Background: an optimization exercise with open tools, aiming at small area and few clock cycles. Do not read the settings as production practice. In this exercise RTL edits were held to simulation tests only and were not proved equivalent to the original. Power figures rest on the tool's default switching activity, not on a simulated workload.

==> config.mk <==
export PLATFORM = sky130hd
export DESIGN_NAME = block_mean_ascii_quantizer
export DESIGN_NICKNAME = block_mean_ascii_quantizer
export VERILOG_FILES = /design/flow/design.v
export SDC_FILE = /design/flow/constraint.sdc
export NUM_CORES = 4
export LEC_CHECK = 0
export CAP_MARGIN = 20
export CORE_MARGIN = 2
export CORE_UTILIZATION = 45
export SLEW_MARGIN = 20
==> constraint.sdc <==
create_clock -name core_clock -period 9.0 [get_ports {clk_i}]
set_input_delay 1.8000 -clock core_clock [delete_from_list [all_inputs] [get_ports {clk_i}]]
set_output_delay 1.8000 -clock core_clock [all_outputs]
set_load 0.01 [all_outputs]
==> design.v <==
`default_nettype none
package bmaq_pkg;
  localparam int PIX_W      = 8;
  localparam int SUM_W      = 13;
  localparam int ROW_W      = 12;
  localparam int CODE_W     = 7;
  localparam int WIDTH_W    = 10;
  localparam int HEIGHT_W   = 12;
  localparam int CFG_DATA_W = 12;
  localparam int CFG_IDX_W  = 1;
  localparam int IDX_W      = 4;
  localparam int RampLevels = 9;
  localparam int NumThr     = RampLevels - 1;
  localparam int MAX_WIDTH_DEF  = 512;
  localparam int BLOCK_ROWS_DEF = 6;
  localparam int BLOCK_COLS_DEF = 3;
  localparam int SUM_DEPTH_DEF  = (MAX_WIDTH_DEF + BLOCK_COLS_DEF - 1) / BLOCK_COLS_DEF;
  localparam logic [WIDTH_W-1:0]  WIDTH_RESET  = 10'd400;
  localparam logic [HEIGHT_W-1:0] HEIGHT_RESET = 12'd220;
  localparam logic [CODE_W-1:0]   CHAR_NEWLINE = 7'd10;
  typedef enum logic [CFG_IDX_W-1:0] {
    CFG_IMAGE_WIDTH  = 1'b0,
    CFG_IMAGE_HEIGHT = 1'b1
  } cfg_reg_e;
endpackage
`default_nettype wire
`default_nettype none
import bmaq_pkg::*;
module bmaq_sum_ram #(
  parameter int DEPTH  = bmaq_pkg::SUM_DEPTH_DEF,
  parameter int ADDR_W = (DEPTH > 1) ? $clog2(DEPTH) : 1
) (
  input  wire logic                       clk_i,
  input  wire logic                       rd_en_i,
  input  wire logic [ADDR_W-1:0]          rd_addr_i,
  output logic      [bmaq_pkg::SUM_W-1:0] rd_data_o,
  input  wire logic                       wr_en_i,
  input  wire logic [ADDR_W-1:0]          wr_addr_i,
  input  wire logic [bmaq_pkg::SUM_W-1:0] wr_data_i
);
  logic [SUM_W-1:0] mem [DEPTH];
  always_ff @(posedge clk_i) begin
    if (wr_en_i) begin
      mem[wr_addr_i] <= wr_data_i;
    end
    if (rd_en_i) begin
      rd_data_o <= mem[rd_addr_i];
    end
  end
endmodule
`default_nettype wire
`default_nettype none
import bmaq_pkg::*;
module block_mean_ascii_quantizer #(
  parameter int MAX_WIDTH  = bmaq_pkg::MAX_WIDTH_DEF,
  parameter int BLOCK_ROWS = bmaq_pkg::BLOCK_ROWS_DEF,
  parameter int BLOCK_COLS = bmaq_pkg::BLOCK_COLS_DEF
) (
  input  wire logic                            clk_i,
  input  wire logic                            rst_ni,
  input  wire logic                            cfg_we_i,
  input  wire logic [bmaq_pkg::CFG_IDX_W-1:0]  cfg_index_i,
  input  wire logic [bmaq_pkg::CFG_DATA_W-1:0] cfg_data_i,
  input  wire logic                            s_axis_tvalid_i,
  output logic                                 s_axis_tready_o,
  input  wire logic [7:0]                      s_axis_tdata_i,    
  output logic                                 m_axis_tvalid_o,
  input  wire logic                            m_axis_tready_i,
  output logic      [7:0]                      m_axis_tdata_o,    
  output logic                                 m_axis_tlast_o,
  output logic      [0:0]                      m_axis_tuser_o     
);
  localparam int SumDepth = (MAX_WIDTH + BLOCK_COLS - 1) / BLOCK_COLS;
  localparam int ColW     = $clog2(MAX_WIDTH);
  localparam int EffW     = ((ColW > WIDTH_W) ? ColW : WIDTH_W) + 1;
  localparam int BlkW     = (SumDepth > 1) ? $clog2(SumDepth) : 1;
  localparam int SubW     = (BLOCK_COLS > 1) ? $clog2(BLOCK_COLS) : 1;
  localparam int RibW     = (BLOCK_ROWS > 1) ? $clog2(BLOCK_ROWS) : 1;
  localparam int CntW     = $clog2(BLOCK_ROWS * BLOCK_COLS + 1);
  localparam int ThrW     = PIX_W + CntW;
  localparam int CmpW     = (ThrW > SUM_W) ? ThrW : SUM_W;
  logic [WIDTH_W-1:0]  width_q;
  logic [HEIGHT_W-1:0] height_q;
  always_ff @(posedge clk_i or negedge rst_ni) begin
    if (!rst_ni) begin
      width_q  <= WIDTH_RESET;
      height_q <= HEIGHT_RESET;
    end else if (cfg_we_i) begin
      case (cfg_index_i)
        CFG_IMAGE_WIDTH:  width_q  <= cfg_data_i[WIDTH_W-1:0];
        CFG_IMAGE_HEIGHT: height_q <= cfg_data_i[HEIGHT_W-1:0];
        default: ;
      endcase
    end
  end
  logic [ColW-1:0]  col_q, col_d;
  logic [SubW-1:0]  sub_q, sub_d;
  logic [BlkW-1:0]  blk_q, blk_d;
  logic [ROW_W-1:0] row_q, row_d;
  logic [RibW-1:0]  rib_q, rib_d;
  logic [EffW-1:0]  w_ext, w_sat, w_last;
  logic [ROW_W-1:0] h_last;
  logic             row_end, img_end, band_end, sub_last, block_end;
  logic             overwrite, emit;
  logic [CntW-1:0]  count;
  logic [ThrW-1:0]  thr [NumThr];
  logic accept, s1_adv;
  always_comb begin
    w_ext = EffW'(width_q);
    if (width_q == '0) begin
      w_sat = EffW'(1);
    end else if (w_ext > EffW'(MAX_WIDTH)) begin
      w_sat = EffW'(MAX_WIDTH);
    end else begin
      w_sat = w_ext;
    end
    w_last = w_sat - EffW'(1);
    h_last = (height_q == '0) ? '0 : height_q - ROW_W'(1);
    row_end   = EffW'(col_q) >= w_last;
    img_end   = row_q >= h_last;
    band_end  = img_end || (rib_q >= RibW'(BLOCK_ROWS - 1));
    sub_last  = sub_q == SubW'(BLOCK_COLS - 1);
    block_end = row_end || sub_last;
    overwrite = (rib_q == '0) && (sub_q == '0);
    emit      = band_end && block_end;
    count     = CntW'((RibW'(rib_q) + (RibW + 1)'(1)) * ((SubW + 1)'(sub_q) + (SubW + 1)'(1)));
  end
  always_comb begin
    for (int k = 0; k < NumThr; k++) begin
      thr[k] = ThrW'(ThrW'(((k + 1) * 256 + RampLevels - 1) / RampLevels) * ThrW'(count));
    end
  end
  always_comb begin
    col_d = col_q;
    sub_d = sub_q;
    blk_d = blk_q;
    row_d = row_q;
    rib_d = rib_q;
    if (accept) begin
      if (row_end) begin
        col_d = '0;
        sub_d = '0;
        blk_d = '0;
        if (img_end) begin
          row_d = '0;
          rib_d = '0;
        end else begin
          row_d = row_q + ROW_W'(1);
          rib_d = band_end ? '0 : rib_q + RibW'(1);
        end
      end else begin
        col_d = col_q + ColW'(1);
        if (sub_last) begin
          sub_d = '0;
          if (blk_q != BlkW'(SumDepth - 1)) begin
            blk_d = blk_q + BlkW'(1);
          end
        end else begin
          sub_d = sub_q + SubW'(1);
        end
      end
    end
  end
  always_ff @(posedge clk_i or negedge rst_ni) begin
    if (!rst_ni) begin
      col_q <= '0;
      sub_q <= '0;
      blk_q <= '0;
      row_q <= '0;
      rib_q <= '0;
    end else begin
      col_q <= col_d;
      sub_q <= sub_d;
      blk_q <= blk_d;
      row_q <= row_d;
      rib_q <= rib_d;
    end
  end
  logic             s1_valid_q;
  logic [PIX_W-1:0] s1_pix_q;
  logic [BlkW-1:0]  s1_blk_q;
  logic             s1_ovw_q, s1_emit_q, s1_row_end_q, s1_img_end_q;
  logic [ThrW-1:0]  s1_thr_q [NumThr];
  logic             fwd_hit_q, fwd_hit_d;
  logic [SUM_W-1:0] fwd_sum_q;
  logic [SUM_W-1:0] rd_data, operand, new_sum;
  logic [IDX_W-1:0] ramp_idx;
  logic [CODE_W-1:0] glyph;
  logic             out_valid_q, out_phase_q, out_nl_q, out_fe_q;
  logic [CODE_W-1:0] out_code_q;
  logic             out_fire, out_done;
  assign out_fire = m_axis_tvalid_o && m_axis_tready_i;
  assign out_done = out_fire && m_axis_tlast_o;
  assign s1_adv = s1_valid_q && (!s1_emit_q || !out_valid_q || out_done);
  assign s_axis_tready_o = !s1_valid_q || s1_adv;
  assign accept = s_axis_tvalid_i && s_axis_tready_o;
  bmaq_sum_ram #(
    .DEPTH  (SumDepth),
    .ADDR_W (BlkW)
  ) u_sum_ram (
    .clk_i     (clk_i),
    .rd_en_i   (accept),
    .rd_addr_i (blk_q),
    .rd_data_o (rd_data),
    .wr_en_i   (s1_adv),
    .wr_addr_i (s1_blk_q),
    .wr_data_i (new_sum)
  );
  assign operand = fwd_hit_q ? fwd_sum_q : rd_data;
  assign new_sum = s1_ovw_q ? SUM_W'(s1_pix_q) : operand + SUM_W'(s1_pix_q);
  always_comb begin
    ramp_idx = '0;
    for (int k = 0; k < NumThr; k++) begin
      if (CmpW'(new_sum) >= CmpW'(s1_thr_q[k])) begin
        ramp_idx = ramp_idx + IDX_W'(1);
      end
    end
  end
  always_comb begin
    case (ramp_idx)
      4'd0:    glyph = 7'h20;   
      4'd1:    glyph = 7'h2E;   
      4'd2:    glyph = 7'h3A;   
      4'd3:    glyph = 7'h2D;   
      4'd4:    glyph = 7'h3D;   
      4'd5:    glyph = 7'h2A;   
      4'd6:    glyph = 7'h23;   
      4'd7:    glyph = 7'h25;   
      default: glyph = 7'h40;   
    endcase
  end
  always_comb begin
    fwd_hit_d = fwd_hit_q;
    if (accept) begin
      fwd_hit_d = s1_valid_q && (s1_blk_q == blk_q);
    end else if (s1_adv) begin
      fwd_hit_d = 1'b0;
    end
  end
  always_ff @(posedge clk_i or negedge rst_ni) begin
    if (!rst_ni) begin
      s1_valid_q <= 1'b0;
      fwd_hit_q  <= 1'b0;
    end else begin
      fwd_hit_q <= fwd_hit_d;
      if (accept) begin
        s1_valid_q <= 1'b1;
      end else if (s1_adv) begin
        s1_valid_q <= 1'b0;
      end
    end
  end
  always_ff @(posedge clk_i) begin
    if (accept) begin
      s1_pix_q     <= s_axis_tdata_i[PIX_W-1:0];
      s1_blk_q     <= blk_q;
      s1_ovw_q     <= overwrite;
      s1_emit_q    <= emit;
      s1_row_end_q <= row_end;
      s1_img_end_q <= img_end;
      for (int k = 0; k < NumThr; k++) s1_thr_q[k] <= thr[k];
      fwd_sum_q    <= new_sum;
    end
  end
  always_ff @(posedge clk_i or negedge rst_ni) begin
    if (!rst_ni) begin
      out_valid_q <= 1'b0;
      out_phase_q <= 1'b0;
    end else if (s1_adv && s1_emit_q) begin
      out_valid_q <= 1'b1;
      out_phase_q <= 1'b0;
    end else if (out_fire) begin
      if (!out_phase_q && out_nl_q) begin
        out_phase_q <= 1'b1;
      end else begin
        out_valid_q <= 1'b0;
        out_phase_q <= 1'b0;
      end
    end
  end
  always_ff @(posedge clk_i) begin
    if (s1_adv && s1_emit_q) begin
      out_code_q <= glyph;
      out_nl_q   <= s1_row_end_q;
      out_fe_q   <= s1_img_end_q;
    end
  end
  assign m_axis_tvalid_o = out_valid_q;
  assign m_axis_tdata_o  = {1'b0, out_phase_q ? CHAR_NEWLINE : out_code_q};
  assign m_axis_tlast_o  = out_phase_q || !out_nl_q;
  assign m_axis_tuser_o  = out_phase_q && out_fe_q;
endmodule
`default_nettype wire
==> run.sh <==
#!/bin/bash
# synth_recipe.tcl (not shown) runs the flow's synth.tcl, then flattens the netlist and writes it again
# the make line also repeats each setting of config.mk as NAME=value (left out here)
make -C /OpenROAD-flow-scripts/flow DESIGN_CONFIG=/design/flow/config.mk WORK_HOME=/design/flow/orfs CLKGATE_MAP_FILE= SYNTH_SCRIPT=/design/flow/synth_recipe.tcl finish
==> impl_metrics.yaml <==
worst_setup_path:
  critPathRequiredTime_ps: 9630
  r2r-start: "fwd_hit_q"
  crit_slowest_cell: "dfrtp_2"
  end_kind: "flip-flop"
  rrSetupSlack_ps: 740
  crit_family: "compound AO/OA/AOI/OAI gates"
  cp_data_arrival_time_ps: 8890
  r2r_cells: 36
  critical_path_cell_count: 36
  crit_buf_inv: 3
  critPathKind: "reg2reg"
  path_max_fanout: 8
  cpPeakStageDelay_ps: 480
  crit_path_start_kind: "flip-flop"
  crit_top_cell: "a21o_1"
  crit_start: "fwd_hit_q"
cts:
  cts_resized: 0
  clockBufferDepth: 3
  cts_num_sinks: 2389
  postCtsSetupBuffers: 0
  cts_max_level: 4
  clk_pin_slew_ps: 60
  clk_latency_ps: 900
  cts_tree: "built"
  hold_buffers: 0
  numCtsBuffers: 237
  cts_root_buffer: "clkbuf_16"
min_path:
  hold_depth: 0
  min_path_type: "reg2reg"
  min_from: "s1_row_end_q"
synth:
  synth_nets: 5026
  synth_common_cells: "2,329 x edfxtp_1, 688 x mux4_2, 208 x ha_1"
  synth_area_leaders: "edfxtp_1 71%, mux4_2 16%, ha_1 2.6%, dfrtp_1 1.3%, nor2_1 0.74%"
  synthFlopType: "edfxtp_1"
  ys_seq_area_frac: 0.727
  postSynthAreaPerCell_um2: 20.6
  synth-edff-count: 2329
  ys_warn_count: 4
  synth_area_leader_cell: "edfxtp_1"
  yosysMostFrequentCell: "edfxtp_1"
  synth.distinct_cells: 79
  syn_inst: 4771
  netlist_area_mm2: 0.0982
  yosys.area.top_type_share: 0.712
  ys_seq_elements: 2389
  async_flop_share: 0.0251
routing:
  dr.pass1.iters: 6
  vias: 47617
  viasPerCell: 5.90
  totalWireLength_um: 236000
  remaining_drc_errors: 0
  antenna_left: 0
  drt_iter0_drc: 4997
  wl_per_cell_um: 29.3
power_and_ir_drop:
  ir_drop_uv: 598
  p_per_area_mw_per_mm2: 397
  total_power_uw: 44200
  leakage_uw: 0.0359
layout:
  fin_nets: 5275
  final_util: 0.513
  drive_gt1_frac: 0.272
  fill_cells: 17103
  synthToLayoutAreaGrowth_pct: 13.3
flow_run:
  cap_violations: 0
floorplanning:
  rows: 171
  die-width_um: 471
  io_pins: 38
  core_mm2: 0.217
  die_height_um: 471
  initial_core_util: 0.453
  die_area_mm2: 0.222
global_route:
  grt.total_usage: 0.213
  overflow: 0
  grt_pass1_wl_um: 344000
  grt_max_degree: 179
  grt_pass1_vias: 47855
  antenna_found_initial: 7
sta:
  period_minus_slack_ps: 8260
  hold_viol_final: 0
  slew_violations: 0
  rsz0062_at_grt: "false"
  fin_crit_sh: 0.918
  fmax_ghz: 0.121
  setup_tns_ps: 0
  slew_headroom: 0.239
  worst_pin_slew_ps: 1140
  setup_viol: 0
  finalClockSkew_ps: 62.5
placement:
  gp_congestion: 0.825
  portBuffers: 36
  dp_hpwl_um: 141000
outcome:
  status: "timing/DRC/antenna clean"
-- worst reg2reg max path: cells and delay by family, from the launching register on --
| kind | cells | cell delay [ps] |
|---|---|---|
| XOR/XNOR | 3 | 740 |
| flip-flops | 1 | 480 |
| adder cells (fa/ha/maj) | 7 | 2130 |
| AND/OR/NAND/NOR | 4 | 450 |
| multiplexers | 4 | 1050 |
| AO/OA/AOI/OAI | 15 | 2990 |
| buffers and inverters | 3 | 190 |
-- final timing paths --
| kind | end |
|---|---|
| min | out_nl_q |
| min reg2reg | out_nl_q |
| max in group asynchronous | blk_q[3] |
| max reg2reg | out_code_q[4] |
| max | out_code_q[4] |
| min in group asynchronous | out_valid_q |
-- cells in the final DEF, fill, tap and decap left out, types with 10 or more instances in the layout --
| master | count |
|---|---|
| edfxtp_1 | 2329 |
| mux4_2 | 688 |
| clkbuf_16 | 237 |
| ha_1 | 206 |
| buf_4 | 197 |
| nor2_1 | 151 |
| nand2_1 | 128 |
| inv_1 | 126 |
| o21ai_0 | 89 |
| a21oi_1 | 65 |
| clkbuf_1 | 65 |
| xnor2_1 | 59 |
| mux2i_1 | 51 |
| clkinv_1 | 48 |
| mux2_2 | 46 |
| dfrtp_1 | 45 |
| nor2b_1 | 42 |
| nand3_1 | 41 |
| clkinv_2 | 41 |
| a21o_1 | 40 |
| nor2_2 | 37 |
| xor2_1 | 35 |
| clkdlybuf4s50_1 | 35 |
| o211ai_1 | 31 |
| nor3_2 | 30 |
| bufinv_16 | 22 |
| fa_1 | 20 |
| nor3_1 | 19 |
| nand2b_1 | 16 |
| nand4_1 | 15 |
| buf_12 | 14 |
| and3_1 | 13 |
| o21bai_1 | 12 |
| o21a_1 | 10 |
| nor3_4 | 10 |
| a22o_1 | 10 |
-- metal layers --
| metal | vias up | share of wire | global-route usage |
|---|---|---|---|
| li1 | 20156 | - | - |
| met1 | 25533 | 0.43 | 0.308 |
| met2 | 1613 | 0.48 | 0.340 |
| met3 | 315 | 0.065 | 0.0346 |
| met4 | 0 | 0.023 | 0.0552 |
| met5 | - | 0 | 0 |
-- metrics by stage --
step           area [µm²]  worst slack [ps]  hold slack [ps]  instances
3_5_place_dp       104000               701              462       7634
5_1_grt            111000              55.6              492       8077
6_report           111000               736              458       8077
4_1_cts            111000               670              493       8075
3_3_place_gp       104000               798              463       7634
2_1_floorplan       98400             -8.09              400       4771
-- layout make-up --
class | count | area, µm² | share of cell area
clock inverter | 137 | 1480 | 0.0133
sequential | 2389 | 71500 | 0.642
inverter | 129 | 497 | 0.00446
tap | 2854 | 3570 | 0.0321
clock buffer | 304 | 6200 | 0.0558
timing repair buffer | 248 | 2140 | 0.0193
multi-input combinational | 2015 | 25900 | 0.233
antenna | 1 | 2.50 | 0.0000225
-- flip-flops by register name, summed over array words and instances, names as in the netlist, 2 cells and up --
name / count
s1_blk_q: 8
sub_q: 2
blk_q: 8
rib_q: 3
u_sum_ram.mem: 2223
width_q: 10
s1_thr_q: 51
out_code_q: 7
s1_pix_q: 8
col_q: 9
u_sum_ram.rd_data_o: 13
height_q: 12
fwd_sum_q: 13
row_q: 12
-- power breakdown --
group	leakage [µW]	internal, µW	switching (µW)
sequential	0.0219	15500	311
clock	0.00372	5510	4230
combinational	0.0103	7370	11300
total	0.0359	28400	15800
-- cell families after synthesis --
| family | synth area share |
|---|---|
| DFF | 0.727 |
| and+or+nand+nor | 0.0268 |
| AOI/OAI and AO/OA | 0.0223 |
| other | 0.0000382 |
| adders and majority gates | 0.0308 |
| muxes | 0.169 |
| buffers and inverters | 0.0146 |
| xor gates and xnor gates | 0.00929 |
Testbench counts, summed over its fixed seeds: cycles 193,040.

[what the ideal ports hide]
In the flow no input, the clock included, has a driving cell. The finished layout below was timed again as built, in two steps.
Step 1 sets driving cells, clkbuf_16 on the clock port and buf_2 on the other inputs (assumed; they add their load-dependent delay and slew).
Step 2, shift: input delay + t, output delay - t, t = (earliest + latest rising clock arrival at the registers) / 2. This alone moves slack from input paths to output paths.
Three values: ideal, step 1, step 2; two values: the first two.
shift t [ns]: 0.969
setup slack, ns: 0.736 / 0.736 / 0.736
worst setup path after step 2: register to register
slew at the worst register clock pin (ns): 0.07 / 0.07
pins driven straight from the clock port: 1
After both steps this run still meets setup and hold. The setup slack of this run moves by 0.000 ns with the drivers and by 0.000 ns with both steps.
